Background: an optimization exercise with open tools, aiming at small area and a short achievable clock period. Do not read the settings as production practice.
Only simulation tests tie the RTL to the original design; equivalence was not proved.
No activity file was given, so power comes from the tool's default toggle rates.

**design.v**
```verilog
module echo_train_gen #(
  parameter int N_ECHO  = 5,
  parameter int DW      = 10,
  parameter int CNT_W   = 16,
  parameter int PERIOD  = 200,
  parameter int NOISE_W = 4
) (
  input  logic                          clk,
  input  logic                          reset,
  input  logic                          start,
  input  logic                          stop,
  input  logic                          mode,
  input  logic                          noise_en,
  input  logic [8*(N_ECHO+1)-1:0]       amp_i,
  input  logic [CNT_W*(N_ECHO+1)-1:0]   delay_i,
  output logic [DW-1:0]                 sum_o,
  output logic [7:0]                    start_o,
  output logic                          busy,
  output logic                          frame_o
);
  localparam int NP = N_ECHO + 1;
  logic             run_q;
  logic             busy_q;    
  logic             last_q;
  logic             first_q;
  logic [7:0]       cnt_q;
  logic [15:0]      lfsr_q;
  logic [DW-1:0]    sum_q;
  logic [7:0]       st_q;
  logic             frame_q;
  logic [7:0]       amp_q [NP];
  logic [7:0]       pos_q [NP];
  logic [7:0]       sb_q  [NP];
  logic [7:0]       h1_q  [NP];
  logic [7:0]       h2_q  [NP];
  logic             hc_q  [NP];
  logic [10:0]      y1_q, y2_q, y3_q;
  logic [7:0]       p0_q;
  logic go, ld;
  assign go = run_q && !stop;
  assign ld = !run_q || last_q;
  logic [7:0] sb_d [NP];
  for (genvar k = 0; k < NP; k++) begin : g_shape
    logic [7:0] u;
    logic       win;
    logic [7:0] s4;
    assign u = pos_q[k];
    assign win = (u[7:4] == 4'd0 && u[3:0] <= 4'd11) || (u[7:2] == 6'h3F);
    localparam logic [127:0] SHAPE4 = 128'h230e0502050e23477cb9ebffebb97c47;
    assign s4 = SHAPE4[8*u[3:0] +: 8];
    assign sb_d[k] = win ? s4 : 8'd0;
  end
  logic [7:0] h1_d [NP];
  logic [7:0] h2_d [NP];
  logic       hc_d [NP];
  for (genvar k = 0; k < NP; k++) begin : g_mul
    etg_mul u_mul (.a(amp_q[k]), .s(sb_q[k]), .h1(h1_d[k]), .h2(h2_d[k]), .hc(hc_d[k]));
  end
  logic [10:0] y1_d, y2_d, y3_d;
  etg_sum u_sum (
    .h1({h1_q[5], h1_q[4], h1_q[3], h1_q[2], h1_q[1], h1_q[0]}),
    .h2({h2_q[5], h2_q[4], h2_q[3], h2_q[2], h2_q[1], h2_q[0]}),
    .hc({hc_q[5], hc_q[4], hc_q[3], hc_q[2], hc_q[1], hc_q[0]}),
    .y1(y1_d), .y2(y2_d), .y3(y3_d));
  logic       v0   [NP];
  logic       z0_q [NP];  
  for (genvar k = 0; k < NP; k++) begin : g_early
    assign v0[k] = z0_q[k] && amp_q[k][7];
  end
  logic [7:0] sb_in [NP];    
  logic [1:0] h1_in [NP];    
  logic       h2_in [NP];
  logic       hc_in [NP];
  logic       z0_in [NP];
  logic [7:0] pos_in [NP];
  always_comb begin
    for (int k = 0; k < NP; k++) begin
      logic [7:0]  a;
      logic [15:0] d;
      logic        hz, d0, d1, d2;
      logic [8:0]  lo5;
      a  = amp_i[8*k +: 8];
      d  = delay_i[CNT_W*k +: CNT_W];
      hz = d[15:2] == 14'd0;
      d0 = hz && d[1:0] == 2'd0;
      d1 = hz && d[1:0] == 2'd1;
      d2 = hz && d[1:0] == 2'd2;
      lo5 = {1'b0, a[5:0], 2'b00} + {1'b0, a};
      z0_in[k]  = d0;
      sb_in[k]  = d0 ? 8'd14 : d1 ? 8'd5 : d2 ? 8'd2 : 8'd0;
      h1_in[k]  = d0 ? a[7:6] : 2'd0;
      h2_in[k]  = d1 && a[7];
      hc_in[k]  = d0 && lo5[8];
      pos_in[k] = (d[15:8] != 8'd0 || d[7:0] >= 8'(PERIOD)) ? 8'd13 : ~d[7:0];
    end
  end
  logic [2:0] x0;
  logic [4:0] x0n;
  logic s1, c1, s2, c2, s3, c3, s4, c4;
  assign s1 = v0[0] ^ v0[1] ^ v0[2];
  assign c1 = (v0[0] & v0[1]) | (v0[2] & (v0[0] ^ v0[1]));
  assign s2 = v0[3] ^ v0[4] ^ v0[5];
  assign c2 = (v0[3] & v0[4]) | (v0[5] & (v0[3] ^ v0[4]));
  assign s3 = s1 ^ s2 ^ lfsr_q[0];
  assign c3 = (s1 & s2) | (lfsr_q[0] & (s1 ^ s2));
  assign s4 = c1 ^ c2 ^ lfsr_q[1];
  assign c4 = (c1 & c2) | (lfsr_q[1] & (c1 ^ c2));
  assign x0  = {1'b0, c1, s1} + {1'b0, c2, s2};
  assign x0n = {1'b0, lfsr_q[3:2], s4, s3} + {1'b0, c4, c3, 1'b0};
  logic [10:0]   xs, xns;
  logic [DW-1:0] xsat, xnsat;
  assign xs    = y1_q + y2_q + y3_q;
  assign xns   = y1_q + y2_q + y3_q + 11'(lfsr_q[3:0]);
  assign xsat  = first_q ? 10'(x0)  : xs[10]  ? 10'd1023 : xs[9:0];
  assign xnsat = first_q ? 10'(x0n) : xns[10] ? 10'd1023 : xns[9:0];
  always_ff @(posedge clk or posedge reset) begin
    if (reset) begin
      run_q   <= 1'b0;
      busy_q  <= 1'b0;
      lfsr_q  <= 16'hACE1;
      sum_q   <= '0;
      st_q    <= '0;
      frame_q <= 1'b0;
    end else begin
      run_q   <= run_q ? !(stop || (last_q && !mode)) : (start && !stop);
      busy_q  <= busy_q ? !(stop || (last_q && !mode)) : (start && !stop);
      if (run_q) lfsr_q <= {lfsr_q[0] ^ lfsr_q[2] ^ lfsr_q[3] ^ lfsr_q[5], lfsr_q[15:1]};
      sum_q   <= go ? (noise_en ? xnsat : xsat) : 10'd0;
      st_q    <= go ? (first_q ? {7'd0, v0[0]} : p0_q) : 8'd0;
      frame_q <= go && last_q;
    end
  end
  always_ff @(posedge clk) begin
    cnt_q   <= ld ? 8'd0 : cnt_q + 8'd1;
    last_q  <= run_q && cnt_q == 8'(PERIOD - 2);
    first_q <= ld;
    for (int k = 0; k < NP; k++) begin
      if (ld) begin
        amp_q[k] <= amp_i[8*k +: 8];
        z0_q[k]  <= z0_in[k];
        pos_q[k] <= pos_in[k];
        sb_q[k]  <= sb_in[k];
        h1_q[k]  <= {6'd0, h1_in[k]};
        h2_q[k]  <= {7'd0, h2_in[k]};
        hc_q[k]  <= hc_in[k];
      end else begin
        pos_q[k] <= pos_q[k] + 8'd1;
        sb_q[k]  <= sb_d[k];
        h1_q[k]  <= h1_d[k];
        h2_q[k]  <= h2_d[k];
        hc_q[k]  <= hc_d[k];
      end
    end
    y1_q <= y1_d;
    y2_q <= y2_d;
    y3_q <= y3_d;
    p0_q <= h1_q[0] + h2_q[0] + {7'd0, hc_q[0]};
  end
  assign sum_o   = sum_q;
  assign start_o = st_q;
  assign frame_o = frame_q;
  assign busy    = busy_q;
endmodule
module etg_mul (input logic [7:0] a, input logic [7:0] s, output logic [7:0] h1, output logic [7:0] h2, output logic hc);
  logic t1, t2, t3, t4, t5, t6, t7, t8, t9, t10, t11, t12, t13, t14, t15, t16;
  logic t17, t18, t19, t20, t21, t22, t23, t24, t25, t26, t27, t28, t29, t30, t31, t32;
  logic t33, t34, t35, t36, t37, t38, t39, t40, t41, t42, t43, t44, t45, t46, t47, t48;
  logic t49, t50, t51, t52, t53, t54, t55, t56, t57, t58, t59, t60, t61, t62, t63, t64;
  logic t65, t66, t67, t68, t69, t70, t71, t72, t73, t74, t75, t76, t77, t78, t79, t80;
  logic t81, t82, t83, t84;
  assign t1 = (a[0] & s[6]) ^ (a[1] & s[5]);
  assign t2 = (a[0] & s[6]) & (a[1] & s[5]);
  assign t3 = (a[0] & s[7]) ^ (a[1] & s[6]) ^ (a[2] & s[5]);
  assign t4 = ((a[0] & s[7]) & (a[1] & s[6])) | ((a[2] & s[5]) & ((a[0] & s[7]) ^ (a[1] & s[6])));
  assign t5 = (a[3] & s[4]) ^ (a[4] & s[3]);
  assign t6 = (a[3] & s[4]) & (a[4] & s[3]);
  assign t7 = (a[1] & s[7]) ^ (a[2] & s[6]) ^ (a[3] & s[5]);
  assign t8 = ((a[1] & s[7]) & (a[2] & s[6])) | ((a[3] & s[5]) & ((a[1] & s[7]) ^ (a[2] & s[6])));
  assign t9 = (a[4] & s[4]) ^ (a[5] & s[3]);
  assign t10 = (a[4] & s[4]) & (a[5] & s[3]);
  assign t11 = (a[2] & s[7]) ^ (a[3] & s[6]) ^ (a[4] & s[5]);
  assign t12 = ((a[2] & s[7]) & (a[3] & s[6])) | ((a[4] & s[5]) & ((a[2] & s[7]) ^ (a[3] & s[6])));
  assign t13 = (a[0] & s[4]) ^ (a[1] & s[3]);
  assign t14 = (a[0] & s[4]) & (a[1] & s[3]);
  assign t15 = (a[0] & s[5]) ^ (a[1] & s[4]) ^ (a[2] & s[3]);
  assign t16 = ((a[0] & s[5]) & (a[1] & s[4])) | ((a[2] & s[3]) & ((a[0] & s[5]) ^ (a[1] & s[4])));
  assign t17 = (a[3] & s[2]) ^ (a[4] & s[1]);
  assign t18 = (a[3] & s[2]) & (a[4] & s[1]);
  assign t19 = t1 ^ (a[2] & s[4]) ^ (a[3] & s[3]);
  assign t20 = (t1 & (a[2] & s[4])) | ((a[3] & s[3]) & (t1 ^ (a[2] & s[4])));
  assign t21 = (a[4] & s[2]) ^ (a[5] & s[1]) ^ (a[6] & s[0]);
  assign t22 = ((a[4] & s[2]) & (a[5] & s[1])) | ((a[6] & s[0]) & ((a[4] & s[2]) ^ (a[5] & s[1])));
  assign t23 = t2 ^ t3 ^ t5;
  assign t24 = (t2 & t3) | (t5 & (t2 ^ t3));
  assign t25 = (a[5] & s[2]) ^ (a[6] & s[1]) ^ (a[7] & s[0]);
  assign t26 = ((a[5] & s[2]) & (a[6] & s[1])) | ((a[7] & s[0]) & ((a[5] & s[2]) ^ (a[6] & s[1])));
  assign t27 = t4 ^ t6 ^ t7;
  assign t28 = (t4 & t6) | (t7 & (t4 ^ t6));
  assign t29 = t9 ^ (a[6] & s[2]) ^ (a[7] & s[1]);
  assign t30 = (t9 & (a[6] & s[2])) | ((a[7] & s[1]) & (t9 ^ (a[6] & s[2])));
  assign t31 = t8 ^ t10 ^ t11;
  assign t32 = (t8 & t10) | (t11 & (t8 ^ t10));
  assign t33 = (a[5] & s[4]) ^ (a[6] & s[3]) ^ (a[7] & s[2]);
  assign t34 = ((a[5] & s[4]) & (a[6] & s[3])) | ((a[7] & s[2]) & ((a[5] & s[4]) ^ (a[6] & s[3])));
  assign t35 = t12 ^ (a[3] & s[7]) ^ (a[4] & s[6]);
  assign t36 = (t12 & (a[3] & s[7])) | ((a[4] & s[6]) & (t12 ^ (a[3] & s[7])));
  assign t37 = (a[5] & s[5]) ^ (a[6] & s[4]) ^ (a[7] & s[3]);
  assign t38 = ((a[5] & s[5]) & (a[6] & s[4])) | ((a[7] & s[3]) & ((a[5] & s[5]) ^ (a[6] & s[4])));
  assign t39 = (a[4] & s[7]) ^ (a[5] & s[6]) ^ (a[6] & s[5]);
  assign t40 = ((a[4] & s[7]) & (a[5] & s[6])) | ((a[6] & s[5]) & ((a[4] & s[7]) ^ (a[5] & s[6])));
  assign t41 = (a[0] & s[3]) ^ (a[1] & s[2]);
  assign t42 = (a[0] & s[3]) & (a[1] & s[2]);
  assign t43 = t13 ^ (a[2] & s[2]) ^ (a[3] & s[1]);
  assign t44 = (t13 & (a[2] & s[2])) | ((a[3] & s[1]) & (t13 ^ (a[2] & s[2])));
  assign t45 = t14 ^ t15 ^ t17;
  assign t46 = (t14 & t15) | (t17 & (t14 ^ t15));
  assign t47 = t16 ^ t18 ^ t19;
  assign t48 = (t16 & t18) | (t19 & (t16 ^ t18));
  assign t49 = t20 ^ t22 ^ t23;
  assign t50 = (t20 & t22) | (t23 & (t20 ^ t22));
  assign t51 = t24 ^ t26 ^ t27;
  assign t52 = (t24 & t26) | (t27 & (t24 ^ t26));
  assign t53 = t28 ^ t30 ^ t31;
  assign t54 = (t28 & t30) | (t31 & (t28 ^ t30));
  assign t55 = t32 ^ t34 ^ t35;
  assign t56 = (t32 & t34) | (t35 & (t32 ^ t34));
  assign t57 = t36 ^ t38 ^ t39;
  assign t58 = (t36 & t38) | (t39 & (t36 ^ t38));
  assign t59 = t40 ^ (a[5] & s[7]) ^ (a[6] & s[6]);
  assign t60 = (t40 & (a[5] & s[7])) | ((a[6] & s[6]) & (t40 ^ (a[5] & s[7])));
  assign t61 = (a[0] & s[2]) ^ (a[1] & s[1]);
  assign t62 = (a[0] & s[2]) & (a[1] & s[1]);
  assign t63 = t41 ^ (a[2] & s[1]) ^ (a[3] & s[0]);
  assign t64 = (t41 & (a[2] & s[1])) | ((a[3] & s[0]) & (t41 ^ (a[2] & s[1])));
  assign t65 = t42 ^ t43 ^ (a[4] & s[0]);
  assign t66 = (t42 & t43) | ((a[4] & s[0]) & (t42 ^ t43));
  assign t67 = t44 ^ t45 ^ (a[5] & s[0]);
  assign t68 = (t44 & t45) | ((a[5] & s[0]) & (t44 ^ t45));
  assign t69 = t46 ^ t47 ^ t21;
  assign t70 = (t46 & t47) | (t21 & (t46 ^ t47));
  assign t71 = t48 ^ t49 ^ t25;
  assign t72 = (t48 & t49) | (t25 & (t48 ^ t49));
  assign t73 = t50 ^ t51 ^ t29;
  assign t74 = (t50 & t51) | (t29 & (t50 ^ t51));
  assign t75 = t52 ^ t53 ^ t33;
  assign t76 = (t52 & t53) | (t33 & (t52 ^ t53));
  assign t77 = t54 ^ t55 ^ t37;
  assign t78 = (t54 & t55) | (t37 & (t54 ^ t55));
  assign t79 = t56 ^ t57 ^ (a[7] & s[4]);
  assign t80 = (t56 & t57) | ((a[7] & s[4]) & (t56 ^ t57));
  assign t81 = t58 ^ t59 ^ (a[7] & s[5]);
  assign t82 = (t58 & t59) | ((a[7] & s[5]) & (t58 ^ t59));
  assign t83 = t60 ^ (a[6] & s[7]) ^ (a[7] & s[6]);
  assign t84 = (t60 & (a[6] & s[7])) | ((a[7] & s[6]) & (t60 ^ (a[6] & s[7])));
  logic [15:0] r1;
  assign r1 = {1'b0, t84, t82, t80, t78, t76, t74, t72, t70, t68, t66, t64, t62, t61, (a[0] & s[1]), (a[0] & s[0])};
  logic [15:0] r2;
  assign r2 = {1'b0, (a[7] & s[7]), t83, t81, t79, t77, t75, t73, t71, t69, t67, t65, t63, (a[2] & s[0]), (a[1] & s[0]), 1'b0};
  logic [8:0] lo;
  logic [3:0] top;
  assign lo  = {1'b0, r1[7:0]} + {1'b0, r2[7:0]};
  assign top = r1[15:12] + r2[15:12];
  assign hc  = lo[8];
  assign h1  = {top, r1[11:8]};
  assign h2  = {4'd0, r2[11:8]};
endmodule
module etg_sum (input logic [47:0] h1, input logic [47:0] h2, input logic [5:0] hc, output logic [10:0] y1, output logic [10:0] y2, output logic [10:0] y3);
  logic t1, t2, t3, t4, t5, t6, t7, t8, t9, t10, t11, t12, t13, t14, t15, t16;
  logic t17, t18, t19, t20, t21, t22, t23, t24, t25, t26, t27, t28, t29, t30, t31, t32;
  logic t33, t34, t35, t36, t37, t38, t39, t40, t41, t42, t43, t44, t45, t46, t47, t48;
  logic t49, t50, t51, t52, t53, t54, t55, t56, t57, t58, t59, t60, t61, t62, t63, t64;
  logic t65, t66, t67, t68, t69, t70, t71, t72, t73, t74, t75, t76, t77, t78, t79, t80;
  logic t81, t82, t83, t84, t85, t86, t87, t88, t89, t90, t91, t92, t93, t94, t95, t96;
  logic t97, t98, t99, t100, t101, t102, t103, t104, t105, t106, t107, t108, t109, t110, t111, t112;
  logic t113, t114, t115, t116, t117, t118, t119, t120;
  assign t1 = h1[0] ^ h2[0] ^ hc[0];
  assign t2 = (h1[0] & h2[0]) | (hc[0] & (h1[0] ^ h2[0]));
  assign t3 = h1[8] ^ h2[8] ^ hc[1];
  assign t4 = (h1[8] & h2[8]) | (hc[1] & (h1[8] ^ h2[8]));
  assign t5 = h1[16] ^ h2[16];
  assign t6 = h1[16] & h2[16];
  assign t7 = h1[1] ^ h2[1] ^ h1[9];
  assign t8 = (h1[1] & h2[1]) | (h1[9] & (h1[1] ^ h2[1]));
  assign t9 = t1 ^ t3 ^ t5;
  assign t10 = (t1 & t3) | (t5 & (t1 ^ t3));
  assign t11 = hc[2] ^ h1[24] ^ h2[24];
  assign t12 = (hc[2] & h1[24]) | (h2[24] & (hc[2] ^ h1[24]));
  assign t13 = t2 ^ t4 ^ t6;
  assign t14 = (t2 & t4) | (t6 & (t2 ^ t4));
  assign t15 = t7 ^ h2[9] ^ h1[17];
  assign t16 = (t7 & h2[9]) | (h1[17] & (t7 ^ h2[9]));
  assign t17 = h2[17] ^ h1[25] ^ h2[25];
  assign t18 = (h2[17] & h1[25]) | (h2[25] & (h2[17] ^ h1[25]));
  assign t19 = t8 ^ h1[2] ^ h2[2];
  assign t20 = (t8 & h1[2]) | (h2[2] & (t8 ^ h1[2]));
  assign t21 = h1[10] ^ h2[10] ^ h1[18];
  assign t22 = (h1[10] & h2[10]) | (h1[18] & (h1[10] ^ h2[10]));
  assign t23 = h2[18] ^ h1[26] ^ h2[26];
  assign t24 = (h2[18] & h1[26]) | (h2[26] & (h2[18] ^ h1[26]));
  assign t25 = h1[34] ^ h2[34];
  assign t26 = h1[34] & h2[34];
  assign t27 = h1[3] ^ h2[3] ^ h1[11];
  assign t28 = (h1[3] & h2[3]) | (h1[11] & (h1[3] ^ h2[3]));
  assign t29 = h2[11] ^ h1[19] ^ h2[19];
  assign t30 = (h2[11] & h1[19]) | (h2[19] & (h2[11] ^ h1[19]));
  assign t31 = h1[27] ^ h2[27] ^ h1[35];
  assign t32 = (h1[27] & h2[27]) | (h1[35] & (h1[27] ^ h2[27]));
  assign t33 = h2[35] ^ h1[43];
  assign t34 = h2[35] & h1[43];
  assign t35 = h1[4] ^ h1[12];
  assign t36 = h1[4] & h1[12];
  assign t37 = t9 ^ t11 ^ hc[3];
  assign t38 = (t9 & t11) | (hc[3] & (t9 ^ t11));
  assign t39 = h1[32] ^ h2[32];
  assign t40 = h1[32] & h2[32];
  assign t41 = t10 ^ t12 ^ t13;
  assign t42 = (t10 & t12) | (t13 & (t10 ^ t12));
  assign t43 = t15 ^ t17 ^ h1[33];
  assign t44 = (t15 & t17) | (h1[33] & (t15 ^ t17));
  assign t45 = h2[33] ^ h1[41];
  assign t46 = h2[33] & h1[41];
  assign t47 = t14 ^ t16 ^ t18;
  assign t48 = (t14 & t16) | (t18 & (t14 ^ t16));
  assign t49 = t19 ^ t21 ^ t23;
  assign t50 = (t19 & t21) | (t23 & (t19 ^ t21));
  assign t51 = t25 ^ h1[42] ^ h2[42];
  assign t52 = (t25 & h1[42]) | (h2[42] & (t25 ^ h1[42]));
  assign t53 = t20 ^ t22 ^ t24;
  assign t54 = (t20 & t22) | (t24 & (t20 ^ t22));
  assign t55 = t26 ^ t27 ^ t29;
  assign t56 = (t26 & t27) | (t29 & (t26 ^ t27));
  assign t57 = t31 ^ t33 ^ h2[43];
  assign t58 = (t31 & t33) | (h2[43] & (t31 ^ t33));
  assign t59 = t28 ^ t30 ^ t32;
  assign t60 = (t28 & t30) | (t32 & (t28 ^ t30));
  assign t61 = t34 ^ t35 ^ h1[20];
  assign t62 = (t34 & t35) | (h1[20] & (t34 ^ t35));
  assign t63 = h1[28] ^ h1[36] ^ h1[44];
  assign t64 = (h1[28] & h1[36]) | (h1[44] & (h1[28] ^ h1[36]));
  assign t65 = t36 ^ h1[5] ^ h1[13];
  assign t66 = (t36 & h1[5]) | (h1[13] & (t36 ^ h1[5]));
  assign t67 = h1[21] ^ h1[29] ^ h1[37];
  assign t68 = (h1[21] & h1[29]) | (h1[37] & (h1[21] ^ h1[29]));
  assign t69 = h1[6] ^ h1[14] ^ h1[22];
  assign t70 = (h1[6] & h1[14]) | (h1[22] & (h1[6] ^ h1[14]));
  assign t71 = h1[7] ^ h1[15];
  assign t72 = h1[7] & h1[15];
  assign t73 = t37 ^ t39 ^ hc[4];
  assign t74 = (t37 & t39) | (hc[4] & (t37 ^ t39));
  assign t75 = t38 ^ t40 ^ t41;
  assign t76 = (t38 & t40) | (t41 & (t38 ^ t40));
  assign t77 = t43 ^ t45;
  assign t78 = t43 & t45;
  assign t79 = t42 ^ t44 ^ t46;
  assign t80 = (t42 & t44) | (t46 & (t42 ^ t44));
  assign t81 = t47 ^ t49 ^ t51;
  assign t82 = (t47 & t49) | (t51 & (t47 ^ t49));
  assign t83 = t48 ^ t50 ^ t52;
  assign t84 = (t48 & t50) | (t52 & (t48 ^ t50));
  assign t85 = t53 ^ t55 ^ t57;
  assign t86 = (t53 & t55) | (t57 & (t53 ^ t55));
  assign t87 = t54 ^ t56 ^ t58;
  assign t88 = (t54 & t56) | (t58 & (t54 ^ t56));
  assign t89 = t59 ^ t61 ^ t63;
  assign t90 = (t59 & t61) | (t63 & (t59 ^ t61));
  assign t91 = t60 ^ t62 ^ t64;
  assign t92 = (t60 & t62) | (t64 & (t60 ^ t62));
  assign t93 = t65 ^ t67 ^ h1[45];
  assign t94 = (t65 & t67) | (h1[45] & (t65 ^ t67));
  assign t95 = t66 ^ t68 ^ t69;
  assign t96 = (t66 & t68) | (t69 & (t66 ^ t68));
  assign t97 = h1[30] ^ h1[38] ^ h1[46];
  assign t98 = (h1[30] & h1[38]) | (h1[46] & (h1[30] ^ h1[38]));
  assign t99 = t70 ^ t71 ^ h1[23];
  assign t100 = (t70 & t71) | (h1[23] & (t70 ^ t71));
  assign t101 = h1[31] ^ h1[39] ^ h1[47];
  assign t102 = (h1[31] & h1[39]) | (h1[47] & (h1[31] ^ h1[39]));
  assign t103 = t73 ^ h1[40];
  assign t104 = t73 & h1[40];
  assign t105 = t74 ^ t75 ^ t77;
  assign t106 = (t74 & t75) | (t77 & (t74 ^ t75));
  assign t107 = t76 ^ t78 ^ t79;
  assign t108 = (t76 & t78) | (t79 & (t76 ^ t78));
  assign t109 = t80 ^ t82 ^ t83;
  assign t110 = (t80 & t82) | (t83 & (t80 ^ t82));
  assign t111 = t84 ^ t86 ^ t87;
  assign t112 = (t84 & t86) | (t87 & (t84 ^ t86));
  assign t113 = t88 ^ t90 ^ t91;
  assign t114 = (t88 & t90) | (t91 & (t88 ^ t90));
  assign t115 = t92 ^ t94 ^ t95;
  assign t116 = (t92 & t94) | (t95 & (t92 ^ t94));
  assign t117 = t96 ^ t98 ^ t99;
  assign t118 = (t96 & t98) | (t99 & (t96 ^ t98));
  assign t119 = t100 ^ t102;
  assign t120 = t100 & t102;
  logic [10:0] r1;
  assign r1 = {1'b0, t120, t118, t116, t114, t112, t110, t108, t106, t104, t103};
  logic [10:0] r2;
  assign r2 = {1'b0, 1'b0, t119, t117, t115, t113, t111, t109, t107, t105, h2[40]};
  logic [10:0] r3;
  assign r3 = {1'b0, 1'b0, t72, t101, t97, t93, t89, t85, t81, h2[41], hc[5]};
  assign y1 = r1;
  assign y2 = r2;
  assign y3 = r3;
endmodule
```
**flow/run.sh**
```bash
#!/bin/bash
set -euo pipefail
MARGIN=${MARGIN:-6.8}
PORTBUF=${PORTBUF:-sky130_fd_sc_hd__buf_1}
sed -e "s/SETUP_SLACK_MARGIN=[0-9.]*/SETUP_SLACK_MARGIN=$MARGIN/" \
    -e "s/\"\${@:-finish}\"/BUFFER_PORTS_ARGS='-buffer_cell $PORTBUF' \"\${@:-finish}\"/" \
    standard.sh > standard_flow.sh
bash standard_flow.sh > standard.log 2>&1
```
**standard.sh**
```bash
#!/bin/bash
# synth_recipe.tcl (not shown) runs the flow's synth.tcl, then flattens the netlist and writes it again
# the make line also repeats each setting of config.mk as NAME=value (left out here)
make -C /OpenROAD-flow-scripts/flow DESIGN_CONFIG=/design/flow/config.mk WORK_HOME=/design/flow/orfs CLKGATE_MAP_FILE= SYNTH_SCRIPT=/design/flow/synth_recipe.tcl "${@:-finish}"
```
**config.mk**
```make
export PLATFORM = sky130hd
export DESIGN_NAME = echo_train_gen
export DESIGN_NICKNAME = echo_train_gen
export VERILOG_FILES = /design/flow/design.v
export SDC_FILE = /design/flow/constraint.sdc
export NUM_CORES = 4
export LEC_CHECK = 0
export CAP_MARGIN = 20
export CORE_MARGIN = 2
export CORE_UTILIZATION = 40
export CTS_CLUSTER_DIAMETER = 100
export CTS_CLUSTER_SIZE = 30
export SETUP_SLACK_MARGIN = 5
export SLEW_MARGIN = 20
```
**constraint.sdc**
```tcl
create_clock -name core_clock -period 10.5 [get_ports {clk}]
set_input_delay 2.1000 -clock core_clock [delete_from_list [all_inputs] [get_ports {clk}]]
set_output_delay 2.1000 -clock core_clock [all_outputs]
set_load 0.01 [all_outputs]
```
==> results of run 1 <==
## worst register-to-register path: stages (launching register included)
cell and delay [ps]:
edfxtp_1 550, and2_1 240, fa_1 450, fa_1 410
fa_1 460, fa_1 430, ha_1 220, fa_1 380
xnor2_1 240, nor2_1 80
## how the worst max path moves through the flow
stage	startpoint	end	slack [ps]
floorplan	delay_i[53]	hc_q[3]	6800
global placement	delay_i[4]	h1_q[0][1]	6570
detailed placement	delay_i[69]	h1_q[4][1]	6560
CTS	y2_q[1]	sum_q[4]	6870
global route	y2_q[1]	sum_q[8]	6730
finish	amp_q[1][4]	h1_q[1][6]	6900
## power groups by stage
stage	Clock (mW)	Combinational, mW	Sequential, mW
6_report	0.830	0.349	1.39
5_1_grt	0.903	0.402	1.40
4_1_cts	0.860	0.349	1.39
3_5_place_dp	0	0.345	1.41
3_3_place_gp	0	0.334	1.41
2_1_floorplan	0	0.262	1.37
## metal layers
layer	wire (um)	up-vias	GRT usage [%]
met4	737	0	3.369
met2	24830	296	30.01
met1	22950	8061	23.34
met5	0	-	0
met3	1910	48	1.928
li1	-	7926	-
## cells by family after synthesis
logic type / after synthesis / synth area share, %
fa+ha+maj: 471 / 34.22
xor+xnor: 70 / 2.646
buf+inv: 419 / 6.754
compound gates: 305 / 8.691
mux: 27 / 1.440
simple gates: 753 / 16.57
flops: 311 / 29.68
## cell usage after synthesis, types with 10 or more instances
master	number	area [um^2]
nor2b_1	18	112.6
nor4_1	23	143.9
o22ai_1	30	187.7
nand2_1	247	927.1
dfxtp_1	220	4404
or4_1	11	82.58
buf_1	10	37.54
xnor2_1	43	376.6
and2_1	255	1595
edfxtp_1	54	1622
xor2_1	26	227.7
nor2_1	70	262.8
a211oi_1	16	120.1
a21o_1	20	150.1
a21oi_1	51	255.2
clkbuf_1	37	138.9
nor3_1	25	125.1
mux2_2	14	157.7
o21ai_0	72	360.4
a31o_2	12	105.1
fa_1	284	5685
nand3_1	35	175.2
or3_1	18	112.6
dfrtp_1	29	725.7
a31oi_1	12	75.07
nand2b_1	22	137.6
ha_1	187	2340
a22oi_1	18	135.1
inv_1	368	1381
## flip-flops by register name (all words and copies together), names as in the netlist, 9 cells and up
| register | cells |
|---|---|
| y3_q | 9 |
| amp_q | 48 |
| pos_q | 48 |
| y2_q | 9 |
| sb_q | 48 |
| y1_q | 10 |
| h2_q | 24 |
| sum_q | 10 |
| h1_q | 48 |
| lfsr_q | 16 |
## metrics by stage
step           instance area, um^2  std cells  setup WS [ps]
2_1_floorplan                23450       2356           6796
3_3_place_gp                 24900       3247           6568
3_5_place_dp                 24900       3247           6556
4_1_cts                      25560       3279           6865
5_1_grt                      25600       3284           6730
6_report                     25600       3284           6902
## cell type report
type / count / area share, %
multi-input cells: 1626 / 58.29
flip-flops and latches: 311 / 27.19
inverters: 370 / 5.434
well taps: 765 / 3.738
repair buffers: 180 / 2.800
clock buffers: 21 / 1.886
clock inverters: 11 / 0.6646
## what timing repair did
action                     in CTS  in global routing
setup buffers                   0                  5
setup endpoints to repair       0                 11
resized for setup               0                  3
==> impl_results.md, run 1 <==
- Global-route usage over all layers: 17.29%
- P_int: 1.817 mW
- FF-to-FF setup slack: 6900 ps
- Hold Path Cell Cnt: 0
- Vias in the first global route: 17.23k
- Data required, critical path: 10910 ps
- P_leak: 11.82 nW
- Post-synthesis cell type count: 75
- Maximum clock rate: 277.9 MHz
- Initial antenna violation count: 1
- Core Box Area: 57810 um^2
- Wire per inst: 15.36 um
- Sequential power share: 54.0%
- Worst IR Drop VDD: 91.69 uV
- First-pass GRT wire length: 85710 um
- P per Cell Area: 100.1 nW/um^2
- Final HPWL DP: 40540 um
- Worst r2r src: amp_q[1][4]
- Final-report setup violation count: 0
- Sink Count: 311
- CP endpoint kind: flip-flop
- Worst-case clock buffer depth: 3
- Die Ht: 246.1 um
- CP Class: flip-flop to flip-flop
- Most common cell after layout, fill and taps aside: inv_1
- Post-synth EDFFs: 54
- Via/cell ratio: 4.973
- Synthesized net count: 2977
- Largest net degree at the start of global routing: 55
- GRT overflow: 0
- Min Tclk post-route: 3598 ps
- Max-slew headroom: 53.87%
- WP data arrival: 4010 ps
- Cell mode on critical path: fa_1
- # H-tree levels: 1
- Area of the multi-input gates: 14920 um^2
- FP Rows: 88
- Predominant post-synthesis flop cell: dfxtp_1
- # DRC: 0
- Skew final: 26.44 ps
- Clock power share: 32.4%
- Hold WC Path Type: flip-flop to flip-flop
- RSZ-0062 raised after global routing: yes
- Worst-path clk slew: 110 ps
- CTS tree: done
- Crit path buffers/inverters: 0
- Worst Tran Pin Value: 685.6 ps
- Slowest CP cell: edfxtp_1
- Layout cells sized above 1: 3.930%
- Syn Inst Count: 2356
- Clock root cell: clkbuf_16
- Fin util: 44.29%
- Switching share of power: 29.11%
- Worst r2r dst: h1_q[1][6]
- Fin Setup TNS: 0 ps
- Yosys warnings: 34
- TritonCTS Buffers: 18
- Max_cap viols: 0
- #FFs+latches synth: 311
- Final Hold Vio Count: 0
- Flip-flop and latch area: 6962 um^2
- Die area: 60580 um^2
- Mapped Area: 23450 um^2
- Avg Inst Size Synth: 9.954 um^2
- Synth-to-Final Area Change: 9.176%
- CP max stage delay: 550 ps
- Net Switching: 0.7465 mW
- Fillers: 5546
- Num ports: 170
- Fin nets: 3128
- Most frequent cells in the layout: inv_1, fa_1, and2_1
- Final period utilization: 34.27%
- PortBufs: 169
- Die width: 246.1 um
- Ant. Diodes: 0
- Worst-skew pair later-pin latency: 550 ps
- Initial Util: 40.57%
- Worst path cell trace: and2_1, fa_1, fa_1, fa_1, fa_1, ha_1, fa_1, xnor2_1, nor2_1
- Hold slack final: 346.1 ps
- Outcome: timing/DRC/antenna clean
- R2R depth: 9
- Sequential fraction of the synthesis area: 29.68%
- Drt first pass iters: 5
- WHS Endpoint: y3_q[1]
- GPL Wtd Cong: 0.8127
- # hold bufs at CTS: 0
- Routed WL: 50430 um
- Asr flop ratio synth: 11.90%
- Worst path depth: 9
- Delay-heaviest family, CP: adder cells
- Routed Antenna Nets: 0
- Via Count: 16.33k
- Comb pwr share: 13.6%
- Type of origin of the critical path: flip-flop
- Crit-path max FO: 8
- Number of DRC markers in iteration 0: 759
- Slew Viols, Final: 0
- Hold wc startpoint: h2_q[5][1]
- Pwr Total: 2.564 mW
==> run 2, diff against run 1 <==
--- a/flow/run.sh
+++ b/flow/run.sh
@@ -1,5 +1,5 @@
 #!/bin/bash
 set -euo pipefail
-MARGIN=${MARGIN:-6.8}
+MARGIN=${MARGIN:-7}
 PORTBUF=${PORTBUF:-sky130_fd_sc_hd__buf_1}
 sed -e "s/SETUP_SLACK_MARGIN=[0-9.]*/SETUP_SLACK_MARGIN=$MARGIN/" \
--- a/config.mk
+++ b/config.mk
@@ -10,5 +10,5 @@
 export CORE_UTILIZATION = 40
 export CTS_CLUSTER_DIAMETER = 100
-export CTS_CLUSTER_SIZE = 30
+export CTS_CLUSTER_SIZE = 20
 export SETUP_SLACK_MARGIN = 5
 export SLEW_MARGIN = 20
==> impl_results.md, run 2 <==
- Global-route usage over all layers: 17.49% (+0.20 points)
- Max-slew headroom: 46.47% (-7.4 points)
- GPL Wtd Cong: 0.8350 (+2.7%)
- Fin util: 45.16% (+0.87 points)
- Switching share of power: 27.89% (-1.2 points)
- Syn Inst Count: 2356 (unchanged)
- Clock root cell: clkbuf_16
- Worst-skew pair later-pin latency: 560 ps (about the same)
- Die Ht: 246.1 um (unchanged)
- Slack of the critical path: 7045 ps (+143.0 ps)
- Post-placement setup slack: 6661 ps (+105.2 ps)
- Post-synthesis cell type count: 75 (unchanged)
- Asr flop ratio synth: 11.90% (unchanged)
- Die width: 246.1 um (unchanged)
- Clock power share: 33.8% (+1.4 points)
- Drt first pass iters: 4 (-1)
- Initial antenna violation count: 1 (unchanged)
- PortBufs: 169 (unchanged)
- Type of origin of the critical path: flip-flop
- Num ports: 170 (unchanged)
- CP max stage delay: 500 ps (-50 ps)
- Slew Viols, Final: 0 (unchanged)
- #FFs+latches synth: 311 (unchanged)
- Post-synthesis compound-gate area fraction: 8.691% (unchanged)
- Largest net degree at the start of global routing: 60 (+9.1%)
- Yosys warnings: 34 (unchanged)
- Data required, critical path: 10920 ps (about the same)
- Largest family of logic cells by synthesized area: adder cells
- Die area: 60580 um^2 (unchanged)
- Post-Synth XOR/XNOR Area: 2.646% (unchanged)
- Area of placed instances: 24980 um^2 (+0.29%)
- Final period utilization: 32.91% (-1.4 points)
- Mapped Area: 23450 um^2 (unchanged)
- Multiplexer area fraction after synthesis: 1.440% (unchanged)
- P per Cell Area: 101.1 nW/um^2 (+1.0%)
- Predominant post-synthesis flop cell: dfxtp_1
- Number of DRC markers in iteration 0: 783 (+3.2%)
- Synth area leader: fa_1
- Synth cell count leaders: inv_1, fa_1, and2_1, nand2_1, dfxtp_1
- Worst-case clock buffer depth: 3 (unchanged)
- Maximum clock rate: 289.4 MHz (+4.1%)
- Wire per inst: 15.57 um (+1.4%)
- RSZ-0062 raised after global routing: yes
- Ant. Diodes: 0 (unchanged)
- Avg Inst Size Synth: 9.954 um^2 (unchanged)
- Yosys top cell area share: 24.24% (unchanged)
- Most common cell after layout, fill and taps aside: inv_1
- Min Tclk post-route: 3455 ps (-143.0 ps)
- Met3 usage: 2.353% (+0.42 points)
- Initial Util: 40.57% (unchanged)
- Synthesized net count: 2977 (unchanged)
- Fin nets: 3160 (+1.0%)
- Cell mode on critical path: fa_1
- Worst path cell trace: and2_1, fa_1, inv_1, fa_1, fa_1, inv_1, fa_1, ha_1, a21oi_2, o22ai_1
- Post-synth EDFFs: 54 (unchanged)
- Comb pwr share: 13.8% (+0.2 points)
- Skew final: 23.90 ps (-2.535 ps)
- Hold WC Path Type: flip-flop to flip-flop
- CP endpoint kind: flip-flop
- Net Switching: 0.7364 mW (-1.3%)
- Area contributors post-synth: fa_1, dfxtp_1, ha_1
- WP data arrival: 3870 ps (-140 ps)
- Final HPWL DP: 40710 um (+0.41%)
- Simple-Gate Fraction of Synth Area: 16.57% (unchanged)
- Final Hold Vio Count: 0 (unchanged)
- Layout cells sized above 1: 7.361% (+3.4 points)
- Sink Count: 311 (unchanged)
- Hold slack final: 338.1 ps (-8.061 ps)
- Crit-path max FO: 7 (-1)
- CTS tree: done
- Final-report setup violation count: 0 (unchanged)
- Synth-to-Final Area Change: 11.32%
- # H-tree levels: 1 (unchanged)
- Worst-path clk slew: 80 ps (-30 ps)
- Worst IR Drop VDD: 112.9 uV (+23%)
- First-pass GRT wire length: 86820 um (+1.3%)
- Via Count: 16.44k (+0.65%)
- Routed Antenna Nets: 0 (unchanged)
- # DRC: 0 (unchanged)
- Vias in the first global route: 17.20k (-0.17%)
- Fin Setup TNS: 0 ps (unchanged)
- TritonCTS Buffers: 22 (+4)
- Most frequent cell after synthesis: inv_1
- Met1 Use GR: 23.01% (-0.33 points)
- Worst Tran Pin Value: 803.0 ps (+117.4 ps)
- P_int: 1.904 mW (+4.7%)
- Finished Cell Area: 26110 um^2 (+2.0%)
- FP Rows: 88 (unchanged)
- Peak-usage layer in the global routing report: met2
- Outcome: timing/DRC/antenna clean
- CP Class: flip-flop to flip-flop
- Slowest CP cell: edfxtp_1
- Routed WL: 51680 um (+2.5%)
- GRT overflow: 0 (unchanged)
- Adder-cell share of the synthesized area: 34.22% (unchanged)
- Max_cap viols: 0 (unchanged)
- Sequential power share: 52.4% (-1.6 points)
- Met2 Track Usage GR: 30.35% (+0.35 points)
- P_leak: 12.03 nW (+1.7%)
- Sequential fraction of the synthesis area: 29.68% (unchanged)
- Most frequent cells in the layout: inv_1, fa_1, nand2_1
- Via/cell ratio: 4.952 (-0.41%)
- Core Box Area: 57810 um^2 (unchanged)
[run 2: cell count changes in the layout (fill, tap and decap cells not counted), sizes merged]
| cell | delta |
|---|---|
| buf | +28 |
| clkbuf | +10 |
| clkinv | -2 |
| clkinvlp | -2 |
| bufinv | +1 |
[run 2: power groups by stage]
stage                     Clock, mW  Combinational (mW)  Sequential (mW)
after floorplan                   0               0.263             1.37
after global placement            0               0.332             1.41
after detailed placement          0               0.343             1.42
after CTS                     0.928               0.360             1.38
after global routing          0.967               0.415             1.40
final                         0.891               0.365             1.38
[run 2: cells by family (layout without fill, tap and decap cells)]
logic type,Yosys count,in the layout
DFF,311,311
AOI/OAI and AO/OA,305,305
muxes,27,27
buffers and inverters,419,617
xor gates and xnor gates,70,70
and+or+nand+nor,753,753
adders and majority gates,471,471
[run 2: critical path, delay by kind of cell, from the launching register on]
family	cells	cell delay, ps
fa+ha+maj	5	2240
compound gates	2	270
simple gates	1	200
flops	1	500
buf+inv	2	110
[run 2: worst paths after layout]
path	start	to	slack, ps	depth (start not counted)
worst max-delay path	amp_q[1][1]	hc_q[1]	7040	10
min in group asynchronous	reset	lfsr_q[4]	1610	3
max in group asynchronous	reset	lfsr_q[0]	8550	3
worst min register to register	h2_q[5][1]	y3_q[1]	340	0
worst min-delay path	h2_q[5][1]	y3_q[1]	340	0
worst max register to register	amp_q[1][1]	hc_q[1]	7040	10
[run 2: layout make-up]
class	count	area [um^2]
Multi-Input combinational cell	1626	15150
Clock inverter	8	108.9
Sequential cell	311	6963
Tap cell	765	957.2
Timing Repair Buffer	208	927.1
Inverter	370	1391
Clock buffer	31	605.6
Fill cell	5473	31700
[run 2: timing repair]
| action | in CTS | in global routing |
|---|---|---|
| pin swaps | 2 | 25 |
| gates cloned | 0 | 0 |
| setup endpoints to repair | 15 | 25 |
| hold buffers | 0 | 0 |
| resized for setup | 8 | 42 |
| setup buffers | 20 | 14 |
[run 2: layer usage]
layer | vias up | share of wire [%]
li1 | 7980 | -
met1 | 8135 | 44
met2 | 272 | 50
met3 | 50 | 4.2
met4 | 0 | 1.9
met5 | - | 0
[run 2: metrics by stage]
| stage | power [mW] | instances |
|---|---|---|
| 6_report | 2.640 | 3319 |
| 5_1_grt | 2.779 | 3319 |
| 4_1_cts | 2.673 | 3305 |
| 3_5_place_dp | 1.759 | 3246 |
| 3_3_place_gp | 1.745 | 3246 |
| 2_1_floorplan | 1.630 | 2356 |
==> run 3, diff against run 2 <==
--- a/config.mk
+++ b/config.mk
@@ -9,6 +9,4 @@
 export CORE_MARGIN = 2
 export CORE_UTILIZATION = 40
-export CTS_CLUSTER_DIAMETER = 100
-export CTS_CLUSTER_SIZE = 20
 export SETUP_SLACK_MARGIN = 5
 export SLEW_MARGIN = 20
==> impl_results.md, run 3 <==
- Outcome: timing/DRC/antenna clean
- Sequential fraction of the synthesis area: 29.68% (unchanged)
- Fin util: 46.27% (+1.1 points)
- Worst IR Drop VDD: 107.9 uV (-4.4%)
- Global-route usage over all layers: 17.78% (+0.29 points)
- Worst r2r dst: hc_q[1]
- Vias in the first global route: 17.35k (+0.86%)
- Area contributors post-synth: fa_1, dfxtp_1, ha_1
- Avg Inst Size Synth: 9.954 um^2 (unchanged)
- Post-synthesis cell type count: 75 (unchanged)
- R2R depth: 10 (unchanged)
- Data required, critical path: 10910 ps (about the same)
- Max-slew headroom: 46.28% (-0.19 points)
- Final period utilization: 32.79% (-0.12 points)
- WP data arrival: 3850 ps (-20 ps)
- Worst r2r src: amp_q[1][0]
- Wire per inst: 15.57 um (about the same)
- Yosys top cell area share: 24.24% (unchanged)
- Worst-case clock buffer depth: 3 (unchanged)
- P per Cell Area: 116.8 nW/um^2 (+15%)
- Sequential power share: 44.4% (-8.0 points)
- Initial Util: 40.57% (unchanged)
- Synth area leader: fa_1
- FF-to-FF setup slack: 7060 ps (about the same)
- Die width: 246.1 um (unchanged)
- Synth-to-Final Area Change: 14.06%
- Ant. Diodes: 0 (unchanged)
- Core Box Area: 57810 um^2 (unchanged)
- Syn Inst Count: 2356 (unchanged)
- Worst Tran Pin Value: 805.9 ps (+2.846 ps)
- Switching share of power: 26.06% (-1.8 points)
- CTS tree: done
- Net Switching: 0.8140 mW (+11%)
- # H-tree levels: 2 (+1)
- Fin Setup TNS: 0 ps (unchanged)
- Final-report setup violation count: 0 (unchanged)
- Routed Antenna Nets: 0 (unchanged)
- Die area: 60580 um^2 (unchanged)
- FP Rows: 88 (unchanged)
- Type of origin of the critical path: flip-flop
- Synth cell count leaders: inv_1, fa_1, and2_1, nand2_1, dfxtp_1
- Pwr Total: 3.124 mW (+18%)
- P_leak: 12.33 nW (+2.6%)
- Post-synth EDFFs: 54 (unchanged)
- CP endpoint kind: flip-flop
- Hold WC Path Type: flip-flop to flip-flop
- Max_cap viols: 0 (unchanged)
- PortBufs: 169 (unchanged)
- Crit-path max FO: 6 (-1)
- Worst-path clk slew: 60 ps (-20 ps)
- # DRC: 0 (unchanged)
- Initial antenna violation count: 1 (unchanged)
- Post-placement setup slack: 6661 ps (unchanged)
- Most frequent cell after synthesis: inv_1
- Clock root cell: clkbuf_16
- Predominant post-synthesis flop cell: dfxtp_1
- Largest net degree at the start of global routing: 60 (unchanged)
- Number of DRC markers in iteration 0: 734 (-6.3%)
- Layout cells sized above 1: 8.620% (+1.3 points)
- Clock power share: 43.9% (+10 points)
- Slew Viols, Final: 0 (unchanged)
- Mapped Area: 23450 um^2 (unchanged)
- CP Class: flip-flop to flip-flop
- Most common cell after layout, fill and taps aside: inv_1
- Hold Path Cell Cnt: 0 (unchanged)
- GRT overflow: 0 (unchanged)
- Comb pwr share: 11.7% (-2.1 points)
- Synthesized net count: 2977 (unchanged)
- Fin nets: 3178 (+0.57%)
- First-pass GRT wire length: 87620 um (+0.93%)
- Min Tclk post-route: 3443 ps (-12.34 ps)
- Final HPWL DP: 40710 um (unchanged)
- #FFs+latches synth: 311 (unchanged)
- Drt first pass iters: 5 (+1)
- Num ports: 170 (unchanged)
- Asr flop ratio synth: 11.90% (unchanged)
- Sink Count: 311 (unchanged)
- Worst-skew pair later-pin latency: 550 ps (about the same)
- WHS Endpoint: y3_q[1]
- P_int: 2.310 mW (+21%)
- GPL Wtd Cong: 0.8350 (unchanged)
- Via/cell ratio: 4.952 (about the same)
- Fillers: 5407 (-1.2%)
- Yosys warnings: 34 (unchanged)
- Skew final: 18.90 ps (-5.006 ps)
- TritonCTS Buffers: 38 (+73%)
- Die Ht: 246.1 um (unchanged)
- Final Hold Vio Count: 0 (unchanged)
- Slack of the critical path: 7057 ps (+12.34 ps)
- Hold wc startpoint: h2_q[5][1]
- RSZ-0062 raised after global routing: yes
- Most frequent cells in the layout: inv_1, fa_1, nand2_1
- Via Count: 16.60k (+0.99%)
- Maximum clock rate: 290.5 MHz (+0.36%)
- Routed WL: 52190 um (+0.99%)
## run 3: cell counts after synthesis
No cell type changed its count.
## run 3: final cells by class
type	instances	area [um^2]	area share, %
well taps	765	957.2	3.578
clock inverters	12	130.1	0.4865
repair buffers	210	942.2	3.522
flip-flops and latches	311	6964	26.03
inverters	370	1391	5.201
clock buffers	58	1204	4.500
multi-input cells	1626	15160	56.68
## run 3: layer usage
layer  up-vias  GRT usage, %  wire length (um)
met3        54         3.214              2307
met2       296         30.50             25940
li1       8050             -                 -
met1      8200         23.09             22980
met5         -             0                 0
met4         0         4.528               964
## run 3: worst max-delay path by stage
stage | slack [ps] | endpoint | cells past startpoint | startpoint
floorplan | 6820 | hc_q[1] | 5 | delay_i[21]
global placement | 6680 | hc_q[1] | 6 | delay_i[21]
detailed placement | 6660 | hc_q[1] | 6 | delay_i[21]
CTS | 7000 | h1_q[1][6] | 9 | amp_q[1][2]
global route | 6960 | hc_q[3] | 12 | amp_q[3][0]
finish | 7060 | hc_q[1] | 10 | amp_q[1][0]
## run 3: power groups by stage
stage          logic (mW)  clock network, mW  registers [mW]
6_report            0.366               1.37            1.39
5_1_grt             0.417               1.45            1.40
4_1_cts             0.361               1.41            1.39
3_5_place_dp        0.343                  0            1.42
3_3_place_gp        0.332                  0            1.41
2_1_floorplan       0.263                  0            1.37
## run 3: cell families after synthesis
kind of cell,after synthesis,share of synthesized area (%)
adders and majority gates,471,34.22
xor gates and xnor gates,70,2.646
muxes,27,1.440
and+or+nand+nor,753,16.57
AOI/OAI and AO/OA,305,8.691
buffers and inverters,419,6.754
DFF,311,29.68
## run 3: stage by stage
stage          std cells  hold slack, ps  area (um^2)
2_1_floorplan       2356           309.6        23530
3_3_place_gp        3246           325.5        24980
3_5_place_dp        3246           324.8        24980
4_1_cts             3335           337.7        26470
5_1_grt             3352           350.7        26750
6_report            3352           333.2        26750
## run 3: timing repair
item | 4_1_cts | 5_1_grt
hold buffers | 0 | 0
pin swaps | 1 | 34
endpoints found under the setup margin | 16 | 26
gates resized for setup | 8 | 45
buffers inserted | 19 | 17
## run 3: critical path, cell delays in order (launching register included)
cell and delay (ps):
edfxtp_1 480, and2_4 190, fa_1 530, inv_1 60, fa_1 470, fa_1 490, inv_1 50, fa_1 450
ha_1 320, a21oi_2 160, o22ai_1 90
==> run 4, diff against run 3 <==
--- a/config.mk
+++ b/config.mk
@@ -9,4 +9,6 @@
 export CORE_MARGIN = 2
 export CORE_UTILIZATION = 40
+export CTS_CLUSTER_DIAMETER = 80
+export CTS_CLUSTER_SIZE = 40
 export SETUP_SLACK_MARGIN = 5
 export SLEW_MARGIN = 20
==> impl_results.md, run 4 <==
- Outcome: timing/DRC/antenna clean
- CP Class: flip-flop to flip-flop
- Ant. Diodes: 0 (unchanged)
- Synth area leader: fa_1
- Layout cells sized above 1: 8.203% (-0.42 points)
- Final Hold Vio Count: 0 (unchanged)
- RSZ-0062 raised after global routing: yes
- Worst Tran Pin Value: 805.7 ps (-0.1876 ps)
- Yosys top cell area share: 24.24% (unchanged)
- WP data arrival: 3910 ps (+60 ps)
- Flip-flop and latch area: 6963 um^2 (about the same)
- CP endpoint kind: flip-flop
- Hold wc startpoint: h2_q[5][1]
- Net Switching: 0.8160 mW (+0.24%)
- Slew Viols, Final: 0 (unchanged)
- Placed Cells incl. Taps: 3246 (unchanged)
- Critical path origin: y1_q[1]
- Min Tclk post-route: 3461 ps (+18.25 ps)
- First-pass GRT wire length: 87050 um (-0.65%)
- Clock root cell: clkbuf_16
- Data required, critical path: 10950 ps (+40 ps)
- Final period utilization: 32.96% (+0.17 points)
- Type of origin of the critical path: flip-flop
- Global-route usage over all layers: 17.51% (-0.27 points)
- Core Box Area: 57810 um^2 (unchanged)
- Most common cell after layout, fill and taps aside: inv_1
- Skew final: 41.47 ps (+22.57 ps)
- Predominant post-synthesis flop cell: dfxtp_1
- Via/cell ratio: 4.967 (+0.30%)
- Worst r2r src: y1_q[1]
- Final-report setup violation count: 0 (unchanged)
- Initial Util: 40.57% (unchanged)
- Avg Inst Size Synth: 9.954 um^2 (unchanged)
- Routed Antenna Nets: 0 (unchanged)
- GPL Wtd Cong: 0.8350 (unchanged)
- Fillers: 5431 (+0.44%)
- Switching share of power: 29.05% (+3.0 points)
- Pwr Total: 2.809 mW (-10%)
- CTS tree: done
- Die width: 246.1 um (unchanged)
- P_int: 1.993 mW (-14%)
- Synth-to-Final Area Change: 12.40%
- Area contributors post-synth: fa_1, dfxtp_1, ha_1
- Synth cell count leaders: inv_1, fa_1, and2_1, nand2_1, dfxtp_1
- Die area: 60580 um^2 (unchanged)
- # hold bufs at CTS: 0 (unchanged)
- Routed WL: 51840 um (-0.68%)
- Worst IR Drop VDD: 101.1 uV (-6.3%)
- #FFs+latches synth: 311 (unchanged)
- Fin nets: 3163 (-0.47%)
- Wire per inst: 15.59 um (+0.12%)
- Most frequent cells in the layout: inv_1, fa_1, nand2_1
- Fin Setup TNS: 0 ps (unchanged)
- Hold WC Path Type: flip-flop to flip-flop
- Worst-skew pair later-pin latency: 590 ps (+40 ps)
- # H-tree levels: 1 (-1)
- Asr flop ratio synth: 11.90% (unchanged)
- TritonCTS Buffers: 24 (-37%)
- P_leak: 12.13 nW (-1.6%)
- Final HPWL DP: 40710 um (unchanged)
- Clock power share: 37.7% (-6.2 points)
- Yosys warnings: 34 (unchanged)
- Initial antenna violation count: 1 (unchanged)
- Area of the multi-input gates: 15180 um^2 (+0.11%)
- P per Cell Area: 106.6 nW/um^2 (-8.8%)
- Vias in the first global route: 17.24k (-0.58%)
- Most frequent cell after synthesis: inv_1
- Num ports: 170 (unchanged)
- Hold slack final: 343.1 ps (+9.810 ps)
- Synthesized net count: 2977 (unchanged)
- Number of DRC markers in iteration 0: 746 (+1.6%)
- Via Count: 16.52k (-0.51%)
- Sink Count: 311 (unchanged)
- GRT overflow: 0 (unchanged)
- Drt first pass iters: 7 (+2)
- Max_cap viols: 0 (unchanged)
- Worst-path clk slew: 90 ps (+30 ps)
- Crit-path max FO: 5 (-1)
- # DRC: 0 (unchanged)
- Post-synthesis cell type count: 75 (unchanged)
- Maximum clock rate: 288.9 MHz (-0.53%)
- Largest net degree at the start of global routing: 60 (unchanged)
- Worst-case clock buffer depth: 3 (unchanged)
- Post-synth EDFFs: 54 (unchanged)
- Layout Cells excl Fill: 3325 (-0.81%)
- Die Ht: 246.1 um (unchanged)
- Sequential power share: 49.3% (+4.9 points)
- Sequential fraction of the synthesis area: 29.68% (unchanged)
- Max-slew headroom: 46.29% (about the same)
- Mapped Area: 23450 um^2 (unchanged)
- Syn Inst Count: 2356 (unchanged)
- PortBufs: 169 (unchanged)
- Comb pwr share: 13.0% (+1.3 points)
- FP Rows: 88 (unchanged)
## run 4: cell count changes in the layout (fill, tap and decap cells not counted), moves of 3 or more
cell / previous run / this run
clkbuf_16: 44 / 28
clkbuf_1: 9 / 1
inv_16: 0 / 5
clkbuf_8: 5 / 1
clkinvlp_4: 3 / 0
inv_12: 0 / 3
## run 4: power by group through the flow
| stage | Clock [mW] | Combinational [mW] | Sequential (mW) |
|---|---|---|---|
| floorplan | 0 | 0.263 | 1.37 |
| global placement | 0 | 0.332 | 1.41 |
| detailed placement | 0 | 0.343 | 1.42 |
| CTS | 1.09 | 0.359 | 1.38 |
| global route | 1.14 | 0.416 | 1.40 |
| finish | 1.06 | 0.366 | 1.38 |
## run 4: through the flow
stage | area [um^2] | setup slack [ps] | util, %
floorplan | 23530 | 6819 | -
global placement | 24980 | 6685 | 43.21
detailed placement | 24980 | 6661 | 43.21
CTS | 26070 | 6948 | 45.09
global route | 26360 | 6941 | 45.60
finish | 26360 | 7039 | 45.60
## run 4: worst paths after layout
kind	endpoint	slack, ps	depth (start not counted)
worst max-delay path	sum_q[4]	7040	14
worst min-delay path	y3_q[1]	340	0
worst max register to register	sum_q[4]	7040	14
worst min register to register	y3_q[1]	340	0
max in group asynchronous	lfsr_q[15]	8550	3
min in group asynchronous	st_q[7]	1590	3
## run 4: area by class of cell
class / count / area share [%]
flip-flops and latches: 311 / 26.41
multi-input cells: 1626 / 57.58
clock inverters: 14 / 0.8164
repair buffers: 209 / 3.560
inverters: 370 / 5.278
clock buffers: 30 / 2.725
well taps: 765 / 3.631
## run 4: routing by layer
layer	track usage, %	routed length [um]	up-vias
li1	-	-	8002
met1	23.10	22930	8185
met2	30.34	25750	277
met3	2.418	2195	51
met4	4.135	960	0
met5	0	0	-
## run 4: timing repair
action                                 in CTS  in global routing
pin swaps                                   1                 37
setup endpoints to repair                  16                 24
endpoints found under the hold margin       0                  0
gates resized for setup                     9                 51
buffers inserted                           18                 17
## run 4: logic make-up after synthesis
family	share of synthesized area (%)
AND/OR/NAND/NOR	16.57
adder cells (fa/ha/maj)	34.22
buffers and inverters	6.754
flip-flops	29.68
AO/OA/AOI/OAI	8.691
XOR/XNOR	2.646
multiplexers	1.440
## run 4: critical path, cell delays in order (launching register included)
cell and delay [ps]:
dfxtp_1 320, inv_1 50, fa_1 460, inv_1 70, ha_2 200, inv_2 50
fa_2 560, inv_2 50, ha_4 220, a21o_1 190, a21oi_2 230, nor3_2 90
and4bb_2 290, o32a_1 340, o211a_1 210
==> run 5, diff against run 4 <==
--- a/config.mk
+++ b/config.mk
@@ -8,7 +8,8 @@
 export CAP_MARGIN = 20
 export CORE_MARGIN = 2
-export CORE_UTILIZATION = 40
-export CTS_CLUSTER_DIAMETER = 80
-export CTS_CLUSTER_SIZE = 40
+export CORE_UTILIZATION = 60
+export CTS_CLUSTER_DIAMETER = 100
+export CTS_CLUSTER_SIZE = 30
+export PLACE_DENSITY = 0.85
 export SETUP_SLACK_MARGIN = 5
 export SLEW_MARGIN = 20
==> impl_results.md, run 5 <==
- Worst path cell trace: and2_1, fa_1, inv_1, fa_1, fa_1, inv_1, fa_1, ha_1, a21oi_1, o22ai_1
- Asr flop ratio synth: 11.90% (unchanged)
- FF-to-FF setup slack: 7030 ps (about the same)
- Largest net degree at the start of global routing: 67 (+12%)
- Type of origin of the critical path: flip-flop
- First-pass GRT wire length: 85760 um (-1.5%)
- Routed WL: 50870 um (-1.9%)
- Clock power share: 27.8% (-9.9 points)
- Final Hold Vio Count: 0 (unchanged)
- GRT overflow: 0 (unchanged)
- Yosys top cell area share: 24.24% (unchanged)
- Slew Viols, Final: 0 (unchanged)
- Final HPWL DP: 39450 um (-3.1%)
- Worst-skew pair later-pin latency: 530 ps (-60 ps)
- CTS tree: done
- Core Box Area: 38650 um^2 (-33%)
- Initial antenna violation count: 0 (-1)
- Hold Path Cell Cnt: 0 (unchanged)
- Die Ht: 201.7 um (-18%)
- Worst-case clock buffer depth: 3 (unchanged)
- Most common cell after layout, fill and taps aside: inv_1
- CP max stage delay: 540 ps (-20 ps)
- Max-slew headroom: 55.44% (+9.1 points)
- P_leak: 11.92 nW (-1.7%)
- Via Count: 17.03k (+3.1%)
- Ant. Diodes: 0 (unchanged)
- Post-synthesis cell type count: 75 (unchanged)
- Final-report setup violation count: 0 (unchanged)
- Syn Inst Count: 2356 (unchanged)
- Hold wc startpoint: h2_q[5][1]
- Number of DRC markers in iteration 0: 914 (+23%)
- Synth-to-Final Area Change: 9.032%
- GPL Wtd Cong: 0.9048 (+8.4%)
- Data required, critical path: 10900 ps (-50 ps)
- WP data arrival: 3870 ps (-40 ps)
- CP Class: flip-flop to flip-flop
- Fin Setup TNS: 0 ps (unchanged)
- Sequential power share: 56.7% (+7.4 points)
- Synth cell count leaders: inv_1, fa_1, and2_1, nand2_1, dfxtp_1
- Maximum clock rate: 288.2 MHz (-0.27%)
- R2R depth: 10 (-4)
- Avg Inst Size Synth: 9.954 um^2 (unchanged)
- Hold WC Path Type: flip-flop to flip-flop
- Area contributors post-synth: fa_1, dfxtp_1, ha_1
- Max_cap viols: 0 (unchanged)
- Clock root cell: clkbuf_16
- Outcome: timing/DRC/antenna clean
- Die width: 201.7 um (-18%)
- Slowest CP cell: fa_1
- Synth area leader: fa_1
- Most frequent cell after synthesis: inv_1
- Worst r2r src: amp_q[3][0]
- Wire per inst: 16.61 um (+6.6%)
- # H-tree levels: 1 (unchanged)
- Die area: 40680 um^2 (-33%)
- P_int: 1.746 mW (-12%)
- Sink Count: 311 (unchanged)
- Post-placement setup slack: 6656 ps (-4.390 ps)
- Drt first pass iters: 5 (-2)
- Mapped Area: 23450 um^2 (unchanged)
- Switching share of power: 28.34% (-0.71 points)
- Vias in the first global route: 17.93k (+4.0%)
- Global-route usage over all layers: 25.54% (+8.0 points)
- Via/cell ratio: 5.563 (+12%)
- TritonCTS Buffers: 15 (-38%)
- Routed Antenna Nets: 0 (unchanged)
- Cell mode on critical path: fa_1
- P per Cell Area: 95.29 nW/um^2 (-11%)
- # DRC: 0 (unchanged)
- Num ports: 170 (unchanged)
- Skew final: 18.79 ps (-22.67 ps)
- CP endpoint kind: flip-flop
- #FFs+latches synth: 311 (unchanged)
- Worst-path clk slew: 100 ps (about the same)
- RSZ-0062 raised after global routing: yes
- Initial Util: 60.68% (+20 points)
- Post-synth EDFFs: 54 (unchanged)
- Most frequent cells in the layout: inv_1, fa_1, nand2_1
- Net Switching: 0.6906 mW (-15%)
- Final period utilization: 33.05% (+0.088 points)
- Synthesized net count: 2977 (unchanged)
- Worst IR Drop VDD: 103.4 uV (+2.3%)
- Min Tclk post-route: 3470 ps (+9.240 ps)
- PortBufs: 169 (unchanged)
- Worst Tran Pin Value: 667.5 ps (-138.1 ps)
- Fin nets: 3157 (-0.19%)
- Yosys warnings: 34 (unchanged)
- Crit-path max FO: 7 (+2)
- Predominant post-synthesis flop cell: dfxtp_1
- Worst r2r dst: hc_q[3]
- Comb pwr share: 15.6% (+2.6 points)
- FP Rows: 72 (-18%)
- # hold bufs at CTS: 0 (unchanged)
- Layout cells sized above 1: 7.036% (-1.2 points)
- Sequential fraction of the synthesis area: 29.68% (unchanged)
- Slack of the critical path: 7030 ps (-9.240 ps)
- WHS Endpoint: y3_q[1]
-- run 5: cell counts after synthesis --
Identical to the previous run, type by type.
-- run 5: area by class of cell --
| type | instances | area, um^2 |
|---|---|---|
| Multi-Input combinational cell | 1626 | 15140 |
| Fill cell | 2858 | 13080 |
| Sequential cell | 311 | 6968 |
| Inverter | 370 | 1396 |
| Timing Repair Buffer | 212 | 964.7 |
| Tap cell | 518 | 648.1 |
| Clock buffer | 19 | 390.4 |
| Clock inverter | 6 | 58.81 |
-- run 5: layer usage --
layer | share of wire [%] | vias up | GRT usage (%)
met1 | 42 | 8469 | 32.69
li1 | - | 7960 | -
met4 | 3.0 | 0 | 8.351
met2 | 50 | 495 | 45.26
met3 | 5.0 | 109 | 2.996
met5 | 0 | - | 0
-- run 5: worst max-delay path: cells and delay by family, from the launching register on --
kind	cells	cell delay [ps]
adders and majority gates	5	2280
buffers and inverters	2	120
DFF	1	510
and+or+nand+nor	1	230
AOI/OAI and AO/OA	2	220
-- run 5: per-stage QoR --
step	instance area, um^2	hold WS (ps)	util (%)	cells	total power [mW]
floorplan	23530	309.6	-	2356	1.630
global placement	24660	324.0	63.81	2998	1.730
detailed placement	24660	318.6	63.81	2998	1.756
CTS	25300	343.4	65.47	3045	2.439
global route	25570	349.7	66.16	3062	2.558
finish	25570	345.8	66.16	3062	2.437
-- run 5: worst max path at each step --
stage	start	endpoint
6_report	amp_q[3][0]	hc_q[3]
5_1_grt	y1_q[1]	sum_q[5]
4_1_cts	amp_q[1][0]	hc_q[1]
3_5_place_dp	run_q	hc_q[1]
3_3_place_gp	delay_i[21]	hc_q[1]
2_1_floorplan	delay_i[21]	hc_q[1]
-- run 5: repair_timing --
| action | 4_1_cts | 5_1_grt |
|---|---|---|
| pin swaps | 0 | 27 |
| endpoints found under the hold margin | 0 | 0 |
| endpoints found under the setup margin | 36 | 33 |
| resized for setup | 10 | 41 |
| buffers inserted | 22 | 17 |
-- run 5: logic make-up after synthesis --
logic type                 share of synthesized area, %
AOI/OAI and AO/OA                                 8.691
buffers and inverters                             6.754
xor gates and xnor gates                          2.646
DFF                                               29.68
adders and majority gates                         34.22
muxes                                             1.440
and+or+nand+nor                                   16.57
-- run 5: power groups by stage --
| stage | combinational [mW] | sequential [mW] | clock [mW] |
|---|---|---|---|
| 2_1_floorplan | 0.263 | 1.37 | 0 |
| 6_report | 0.379 | 1.38 | 0.676 |
| 3_5_place_dp | 0.344 | 1.41 | 0 |
| 5_1_grt | 0.429 | 1.39 | 0.736 |
| 4_1_cts | 0.363 | 1.38 | 0.696 |
| 3_3_place_gp | 0.323 | 1.41 | 0 |

separate check: timing with driven ports:
In the flow no input, the clock included, has a driving cell. The finished layouts below were timed again as built, in two steps.
Step 1: set_driving_cell puts a clkbuf_16 on clk and a buf_2 on each other input, an assumption about the parent block.
Step 2, shift: input delay + t, output delay - t, t = (earliest + latest rising clock arrival at the registers) / 2. This alone moves slack from input paths to output paths.
a / b / c = no drivers / after step 1 / after step 2; a / b = the first two.
run	shift t [ns]	slack for setup (ns)	worst hold slack (ns)
run 1	0.596	6.902 / 6.902 / 6.547	0.346 / 0.346 / 0.346
run 2	0.603	7.045 / 7.045 / 6.668	0.338 / 0.338 / 0.338
run 3	0.598	7.057 / 7.057 / 6.664	0.333 / 0.333 / 0.333
run 4	0.621	7.039 / 7.039 / 6.648	0.343 / 0.343 / 0.343
run 5	0.581	7.030 / 7.030 / 6.655	0.346 / 0.346 / 0.346
After both steps every run listed still meets setup and hold. For run 3, which loses most, drivers alone change the setup slack by 0.000 ns; drivers and shift together by -0.393 ns.
